Context: an optimization exercise on an open-source flow, tuned for small area and a short achievable clock period. The choices shown serve that exercise and are no tape-out recipe.
Function was checked by simulation only, so behaviour that the tests miss may differ from the original.
No activity file was given, so power comes from the tool's default toggle rates.

==> design/flow/design.v <==
package ram_mon_pkg;
   typedef enum logic [1:0] {
      WR_ADDR = 2'b00,
      WR_DATA = 2'b01,
      RD_ADDR = 2'b10,
      RD_DATA = 2'b11
   } cmd_e;
   localparam int CHK_RST_OUT       = 0;
   localparam int CHK_SPURIOUS_TX   = 1;
   localparam int CHK_MISSING_TX    = 2;
   localparam int CHK_WR_ORDER      = 3;
   localparam int CHK_RD_ORDER      = 4;
   localparam int CHK_DATA_MISMATCH = 5;
   localparam int N_CHK             = 6;
   typedef enum logic {W_IDLE, W_ARMED} wr_state_e;
   typedef enum logic {R_IDLE, R_ARMED} rd_state_e;
   localparam int TOK_DATA_W = 32;
   typedef struct packed {
      logic                  exp;    
      logic                  chk;    
      logic [TOK_DATA_W-1:0] data;
   } token_t;
endpackage
module ram_mon_shadow #(
   parameter int unsigned ADDR_WIDTH = 8,
   parameter int unsigned NPART      = 1,
   parameter int unsigned LO_W       = ADDR_WIDTH / 2,
   parameter int unsigned HI_W       = ADDR_WIDTH - LO_W
) (
   input  logic                          clk,
   input  logic                          rst,
   input  logic                          we,
   input  logic [ADDR_WIDTH-1:0]         waddr,
   input  logic [ADDR_WIDTH-1:0]         wdata,
   input  logic [(1<<HI_W)-1:0]          rhi,
   input  logic [(1<<LO_W)-1:0]          rlo,
   output logic [NPART*ADDR_WIDTH-1:0]   rpart,
   output logic [NPART-1:0]              vpart
);
   localparam int unsigned DEPTH = 1 << ADDR_WIDTH;
   localparam int unsigned GSIZE = DEPTH / NPART;
   logic [ADDR_WIDTH-1:0] mem [DEPTH];
   logic [DEPTH-1:0]      valid;
   logic [(1<<LO_W)-1:0] wlo;
   logic [(1<<HI_W)-1:0] whi;
   logic [DEPTH-1:0]     wsel, rsel;
   always_comb begin
      for (int i = 0; i < (1<<LO_W); i++) begin
         wlo[i] = (waddr[LO_W-1:0] == i);
      end
      for (int i = 0; i < (1<<HI_W); i++) begin
         whi[i] = we && (waddr[ADDR_WIDTH-1:LO_W] == i);
      end
      for (int j = 0; j < DEPTH; j++) begin
         wsel[j] = whi[j >> LO_W] && wlo[j % (1<<LO_W)];
         rsel[j] = rhi[j >> LO_W] && rlo[j % (1<<LO_W)];
      end
   end
   always_ff @(posedge clk) begin
      for (int j = 0; j < DEPTH; j++) begin
         if (wsel[j]) begin
            mem[j] <= wdata;
         end
      end
   end
   always_ff @(posedge clk) begin
      if (rst) begin
         valid <= '0;
      end else begin
         valid <= valid | wsel;
      end
   end
   always_comb begin
      rpart = '0;
      vpart = '0;
      for (int j = 0; j < DEPTH; j++) begin
         rpart[(j/GSIZE)*ADDR_WIDTH +: ADDR_WIDTH] =
            rpart[(j/GSIZE)*ADDR_WIDTH +: ADDR_WIDTH] | (mem[j] & {ADDR_WIDTH{rsel[j]}});
         vpart[j/GSIZE] = vpart[j/GSIZE] | (valid[j] & rsel[j]);
      end
   end
endmodule
module ram_proto_monitor #(
   parameter int unsigned ADDR_WIDTH = 8,
   parameter int unsigned RD_LATENCY = 1,
   parameter int unsigned CNT_WIDTH  = 16
) (
   input  logic                  clk,
   input  logic                  rst,
   input  logic                  rx_valid,
   input  logic [ADDR_WIDTH+1:0] din,
   input  logic                  tx_valid,
   input  logic [ADDR_WIDTH-1:0] dout,
   input  logic                  clr,
   output logic [ram_mon_pkg::N_CHK-1:0] err_sticky,
   output logic                  err_pulse,
   output logic [CNT_WIDTH-1:0]  err_count,
   output logic [CNT_WIDTH-1:0]  wr_count,
   output logic [CNT_WIDTH-1:0]  rd_count
);
   localparam int unsigned NPART = 8;
   localparam int unsigned TOK_W = 3 + ADDR_WIDTH + NPART * (ADDR_WIDTH + 1);
   function automatic logic [CNT_WIDTH-1:0] sat_inc(input logic [CNT_WIDTH-1:0] v);
      for (int i = 0; i < CNT_WIDTH; i++) begin
         sat_inc[i] = (v[i] ^ (&(v | ~(((CNT_WIDTH)'(1) << i) - 1'b1)))) | (&v);
      end
   endfunction
   function automatic logic [CNT_WIDTH-1:0] next_count(input logic [CNT_WIDTH-1:0] v,
                                                       input logic inc, input logic clear);
      next_count = inc ? (clear ? (CNT_WIDTH)'(1) : sat_inc(v)) : (clear ? '0 : v);
   endfunction
   logic [1:0]            opcode;
   logic [ADDR_WIDTH-1:0] payload;
   logic                  wr_addr_cmd, wr_data_cmd, rd_addr_cmd, rd_data_cmd;
   logic                  wr_armed_q, rd_armed_q;
   localparam int unsigned LO_W = ADDR_WIDTH / 2;
   localparam int unsigned HI_W = ADDR_WIDTH - LO_W;
   logic [ADDR_WIDTH-1:0] waddr_q;
   logic [(1<<HI_W)-1:0]  rhi_q, rhi_d;
   logic [(1<<HI_W)-1:0]  rhi_rd_q;
   logic [(1<<LO_W)-1:0]  rlo_q, rlo_d;
   logic                  rst_d;
   logic [RD_LATENCY*TOK_W-1:0] pipe_q;
   logic [TOK_W-1:0]            push_tok, head_tok;
   logic                        sh_we;
   logic                        pend_we_q;
   logic [ADDR_WIDTH-1:0]       pend_data_q;
   logic                        rd_hit_d, rd_hit_q;
   logic [NPART*ADDR_WIDTH-1:0] sh_rpart;
   logic [NPART-1:0]            sh_vpart;
   logic                  head_exp, head_armed, head_valid, head_hit;
   logic [ADDR_WIDTH-1:0] head_data, head_pdata;
   logic [ram_mon_pkg::N_CHK-1:0] fail;
   logic                          any_fail;
   assign opcode  = din[ADDR_WIDTH+1:ADDR_WIDTH];
   assign payload = din[ADDR_WIDTH-1:0];
   assign wr_addr_cmd = rx_valid && !rst && (opcode == ram_mon_pkg::WR_ADDR);
   assign wr_data_cmd = rx_valid && !rst && (opcode == ram_mon_pkg::WR_DATA);
   assign rd_addr_cmd = rx_valid && !rst && (opcode == ram_mon_pkg::RD_ADDR);
   assign rd_data_cmd = rx_valid && !rst && (opcode == ram_mon_pkg::RD_DATA);
   assign sh_we = wr_data_cmd && wr_armed_q;
   ram_mon_shadow #(
      .ADDR_WIDTH(ADDR_WIDTH),
      .NPART     (NPART)
   ) u_shadow (
      .clk    (clk),
      .rst    (rst),
      .we     (pend_we_q),
      .waddr  (waddr_q),
      .wdata  (pend_data_q),
      .rhi    (rhi_rd_q),
      .rlo    (rlo_q),
      .rpart  (sh_rpart),
      .vpart  (sh_vpart)
   );
   always_comb begin
      for (int i = 0; i < (1<<HI_W); i++) rhi_d[i] = (payload[ADDR_WIDTH-1:LO_W] == i);
      for (int i = 0; i < (1<<LO_W); i++) rlo_d[i] = (payload[LO_W-1:0] == i);
   end
   assign rd_hit_d = sh_we && rhi_q[waddr_q[ADDR_WIDTH-1:LO_W]] && rlo_q[waddr_q[LO_W-1:0]];
   assign push_tok = {rd_hit_q, pend_data_q, sh_vpart, sh_rpart, rd_armed_q, rd_data_cmd};
   assign head_tok = pipe_q[(RD_LATENCY-1)*TOK_W +: TOK_W];
   always_comb begin
      head_exp   = head_tok[0];
      head_armed = head_tok[1];
      head_pdata = head_tok[2 + NPART*(ADDR_WIDTH+1) +: ADDR_WIDTH];
      head_hit   = head_tok[2 + NPART*(ADDR_WIDTH+1) + ADDR_WIDTH];
      head_data  = head_pdata & {ADDR_WIDTH{head_hit}};
      for (int p = 0; p < NPART; p++) begin
         head_data = head_data | head_tok[2 + p*ADDR_WIDTH +: ADDR_WIDTH];
      end
      head_valid = head_hit || (|head_tok[2 + NPART*ADDR_WIDTH +: NPART]);
   end
   always_comb begin
      fail = '0;
      if (!rst) begin
         fail[ram_mon_pkg::CHK_RST_OUT]       = rst_d && (tx_valid || (dout != '0));
         fail[ram_mon_pkg::CHK_SPURIOUS_TX]   = tx_valid && !head_exp;
         fail[ram_mon_pkg::CHK_MISSING_TX]    = head_exp && !tx_valid;
         fail[ram_mon_pkg::CHK_WR_ORDER]      = wr_data_cmd && !wr_armed_q;
         fail[ram_mon_pkg::CHK_RD_ORDER]      = rd_data_cmd && !rd_armed_q;
         fail[ram_mon_pkg::CHK_DATA_MISMATCH] = head_exp && head_armed && head_valid &&
                                                tx_valid && (dout != head_data);
      end
      any_fail = |fail;
   end
   always_ff @(posedge clk) begin
      pipe_q[0 +: TOK_W] <= push_tok;
      for (int i = 1; i < RD_LATENCY; i++) begin
         pipe_q[i*TOK_W +: TOK_W] <= pipe_q[(i-1)*TOK_W +: TOK_W];
         if (rst) begin
            pipe_q[i*TOK_W] <= 1'b0;
         end
      end
   end
   always_ff @(posedge clk) begin
      pend_we_q   <= sh_we;
      pend_data_q <= payload;
      rd_hit_q    <= rd_hit_d;
   end
   always_ff @(posedge clk) begin
      rst_d <= rst;
      if (rst) begin
         wr_armed_q <= 1'b0;
         rd_armed_q <= 1'b0;
         waddr_q    <= '0;
         rhi_q      <= (1<<HI_W)'(1);
         rhi_rd_q   <= (1<<HI_W)'(1);
         rlo_q      <= (1<<LO_W)'(1);
         err_sticky <= '0;
         err_pulse  <= 1'b0;
         err_count  <= '0;
         wr_count   <= '0;
         rd_count   <= '0;
      end else begin
         if (wr_addr_cmd) begin
            waddr_q    <= payload;
            wr_armed_q <= 1'b1;
         end else if (wr_data_cmd) begin
            wr_armed_q <= 1'b0;
         end
         if (rd_addr_cmd) begin
            rhi_rd_q   <= rhi_d;
         end else begin
            rhi_rd_q   <= rd_hit_d ? '0 : rhi_q;
         end
         if (rd_addr_cmd) begin
            rhi_q      <= rhi_d;
            rlo_q      <= rlo_d;
            rd_armed_q <= 1'b1;
         end else if (rd_data_cmd) begin
            rd_armed_q <= 1'b0;
         end
         err_sticky <= (clr ? '0 : err_sticky) | fail;
         err_pulse  <= any_fail;
         err_count  <= next_count(err_count, any_fail, clr);
         wr_count   <= next_count(wr_count, wr_data_cmd, clr);
         rd_count   <= next_count(rd_count, rd_data_cmd, clr);
      end
   end
endmodule
==> design/flow/run.sh <==
#!/bin/bash
# synth_recipe.tcl (not shown) runs the flow's synth.tcl, then flattens the netlist and writes it again
# the make line also repeats each setting of config.mk as NAME=value (left out here)
make -C /OpenROAD-flow-scripts/flow DESIGN_CONFIG=/design/flow/config.mk WORK_HOME=/design/flow/orfs CLKGATE_MAP_FILE= SYNTH_SCRIPT=/design/flow/synth_recipe.tcl finish
==> design/flow/config.mk <==
export PLATFORM = sky130hd
export DESIGN_NAME = ram_proto_monitor
export DESIGN_NICKNAME = ram_proto_monitor
export VERILOG_FILES = /design/flow/design.v
export SDC_FILE = /design/flow/constraint.sdc
export NUM_CORES = 4
export LEC_CHECK = 0
export CAP_MARGIN = 20
export CORE_MARGIN = 2
export CORE_UTILIZATION = 45
export CTS_CLUSTER_DIAMETER = 80
export CTS_CLUSTER_SIZE = 24
export SETUP_SLACK_MARGIN = 2.75
export SLEW_MARGIN = 20
==> design/flow/constraint.sdc <==
create_clock -name core_clock -period 5.0 [get_ports {clk}]
set_input_delay 1.0000 -clock core_clock [delete_from_list [all_inputs] [get_ports {clk}]]
set_output_delay 1.0000 -clock core_clock [all_outputs]
set_load 0.01 [all_outputs]
==> run notes <==
## placed cells by master, fill, tap and decap left out, types with 12 or more instances in the layout
cell type	count
and4_1	16
a21oi_1	60
clkbuf_16	129
nor2_2	57
nor2_4	107
o21ai_0	79
buf_16	12
ha_1	12
a22oi_1	599
a221oi_2	29
dfxtp_4	41
and2_1	22
a22o_1	276
and3_1	16
buf_4	382
a221oi_1	183
clkbuf_1	71
dfxtp_2	50
buf_12	82
a222oi_1	55
nand4_1	133
nor2_1	606
a31oi_1	14
o21ai_1	28
o21ba_2	30
nand2_1	115
dfxtp_1	372
edfxtp_1	2048
buf_6	90
nand3_1	171
## worst max-delay path, stage by stage (launching register included)
cell and delay [ns]:
dfxtp_4 0.42, buf_12 0.17, buf_16 0.13, a22o_1 0.23, a221oi_2 0.17, nand4_1 0.21
a222oi_1 0.77, nand2_1 0.14
## cells by family (layout without fill, tap and decap cells)
logic type | count (synthesis) | count (layout) | synth area share [%]
flip-flops | 2511 | 2511 | 78.8
AO/OA/AOI/OAI | 1423 | 1425 | 12.4
AND/OR/NAND/NOR | 1371 | 1371 | 6.81
buffers and inverters | 380 | 841 | 1.61
adder cells (fa/ha/maj) | 12 | 12 | 0.167
multiplexers | 11 | 11 | 0.262
other | 0 | 7 | 0
## final timing paths
kind	slack [ns]	startpoint	endpoint	depth (start not counted)
setup / recovery	2.59	rlo_q[3]	pipe_q[62]	7
hold / removal	0.33	rd_hit_q	pipe_q[82]	0
setup reg to reg	2.59	rlo_q[3]	pipe_q[62]	7
hold reg to reg	0.33	rd_hit_q	pipe_q[82]	0
## power by group through the flow
stage                     logic, mW  clock network, mW  registers [mW]
after floorplan               0.206                  0            23.2
after global placement        0.609                  0            23.1
after detailed placement      0.622                  0            23.1
after CTS                     0.712               11.6            22.6
after global routing          0.790               12.3            22.7
final                         0.763               11.5            22.6
## synth_stat cells (10+ instances only)
master	n	area share, %
edfxtp_1	2048	68
nor2_1	770	3.2
a22oi_1	608	5.1
dfxtp_1	463	10
clkbuf_1	280	1.2
a22o_1	278	2.7
a221oi_1	215	2.1
nand3_1	188	1.0
nand2_1	143	0.60
nand4_1	133	0.93
o21ai_0	111	0.62
buf_1	85	0.36
a21oi_1	61	0.34
a222oi_1	55	0.61
o21ba_2	30	0.33
and2_1	26	0.18
nor4_1	23	0.16
and4_1	21	0.20
and3_1	19	0.13
a31oi_1	17	0.12
nor2b_1	17	0.12
a211oi_1	13	0.11
a311oi_1	13	0.13
ha_1	12	0.17
nor3_1	12	0.067
mux4_2	10	0.25
## per-stage QoR
step | total power [mW] | instances
4_1_cts | 34.9 | 8762
3_3_place_gp | 23.7 | 8364
5_1_grt | 35.7 | 8830
3_5_place_dp | 23.8 | 8364
6_report | 34.9 | 8834
2_1_floorplan | 23.4 | 5708
## registers in the layout, indices dropped and copies added, names as in the netlist, 6 cells and up
signal and cells:
rlo_q 16, err_count 16, wr_count 16, rd_count 16, u_shadow.valid 256, u_shadow.mem 2048, rhi_q 16, pend_data_q 8
waddr_q 8, err_sticky 6, rhi_rd_q 16, pipe_q 83
## routing by layer
metal | routed length (um) | vias up
met5 | 80 | -
met4 | 11800 | 12
met3 | 36200 | 549
met2 | 140000 | 3922
met1 | 117000 | 29800
li1 | - | 23400
## layout make-up
type                       instances  area, sq um
sequential                      2511        71000
clock inverter                    29          338
antenna                            7         17.5
timing repair buffer             607         6530
clock buffer                     200         3420
tap                             2656         3320
fill                           16100        94700
inverter                           5         21.3
multi-input combinational       2819        19700
## repair_timing
action                                  in CTS  in global routing
setup buffers                              161                 58
gates cloned                                 8                  7
gates resized for setup                    804                133
pin swaps                                   50                 65
endpoints found under the setup margin    2470                701
==> results_dict.tcl <==
set metrics [dict create \
    status "finished clean" \
    fmax_mhz 415 \
    finalCritPeriodShare_pct 48.2 \
    relSlewSlack_pct 24.0 \
    max_slew.worst_pin.slew_ns 1.14 \
    power_frac_seq_pct 64.8 \
    maxCapViolations 0 \
    first_pass_iters 9 \
    clk_latency_ns 0.84 \
    met1_usage_pct 40.5 \
    cts_tree "done" \
    final_area_sq_um 104000 \
    clock-root-buffer "clkbuf_16" \
    rsz0062_at_grt "yes" \
    p_comb_share_pct 2.2 \
    grt_max_degree 192 \
    fin_tns_setup_ns 0 \
    nNetsFinal 6099 \
    design.core.area_sq_um 199000 \
    grt_pass1_wl_um 418000 \
    io_pins 78 \
    hold_violations 0 \
    wirelength_um 305000 \
    leakagePower_nw 33.2 \
    fp.dieArea_sq_um 203000 \
    synth_async_sr_flop_share_pct 0 \
    dpl.hpwl_um 165000 \
    hold-worst-slack_ns 0.335 \
    cts-buffers-inserted 120 \
    grtUsageMet2_pct 44.7 \
    postLayoutCoreUtil_pct 52.4 \
    global_route.usage.met3_pct 6.04 \
    grt_use_total_pct 28.8 \
    synthCells 5708 \
    ys_types 52 \
    die_h_um 451 \
    wl_per_cell_um 34.5 \
    hp-class "flop to flop" \
    drtIter0Drc 9549 \
    crit_path_start_kind "flop" \
    p_int_mw 27.7 \
    io_buffers 77 \
    swShare_pct 20.8 \
    drc 0 \
    busiest_layer "met2" \
    p_clk_share_pct 33.0 \
    syn_area_sq_um 89800 \
    avgSynthCellArea_sq_um 15.7 \
    die_width_um 451 \
    syn_to_final_growth_pct 16.2 \
    criticalPathCategory "flop to flop" \
    avgViaCountPerCell 6.54 \
    via_count 57800 \
    antenna_found_initial 13 \
    crit_arrival_ns 3.09 \
    powerDensity_nw_per_um2 335 \
    slew_viol_final 0 \
    place_congestion 0.895 \
    postPlaceCellArea_sq_um 95400 \
    worst_setup_path_end_kind "flop" \
    path_clk_slew_ns 0.09 \
    h-tree-depth 3 \
    max-vdd-ir-drop_mv 0.305 \
    yosys_most_used_dff "edfxtp_1" \
    final.setup_skew_ns 0.0556 \
    cts_buffer_depth 3 \
    grt_pass1_vias 53700 \
    cts_sinks 2511 \
    synth_nets 5743 \
    synth_edf_count 2048 \
    critical_path_required_ns 5.68 \
    period_minus_slack_ns 2.41 \
    ys.warnings.count 3 \
    setup_viol 0 \
    crit_path_max_fanout 6 \
    seq_area_frac_synth_pct 78.8 \
    fin_ws_ns 2.59 \
    rows 164 \
    dp_slack_ns 0.959 \
    hold_buffers 0 \
    drive_above_1_share_pct 19.6 \
    ys_ff_latch 2511 \
    switchingPower_mw 7.26 \
    start_util_pct 45.1 \
    grt.overflow.total 0 \
    ant_nets 0 \
]

[afterwards: timing with drivers on the ports]
The results above use ideal ports. As a check the final layout listed here was re-extracted and re-timed, cells and wires unchanged. Step 1: set_driving_cell puts a clkbuf_16 on clk and a buf_2 on each other input, an assumption about the parent block. Step 2 moves the port delays by t, midway between the first and last clock arrival at a register: inputs arrive t later, outputs are due t later. That takes back most of the time a late clock gives input paths. a / b / c = no drivers / after step 1 / after step 2; a / b = the first two.
t, ns: 0.898
setup slack, ns: 2.589 / 2.589 / 1.881
slew at the worst register clock pin (ns): 0.10 / 0.10
After both steps setup and hold are still met in this run. The setup slack of this run moves by 0.000 ns with the drivers and by -0.708 ns with both steps.
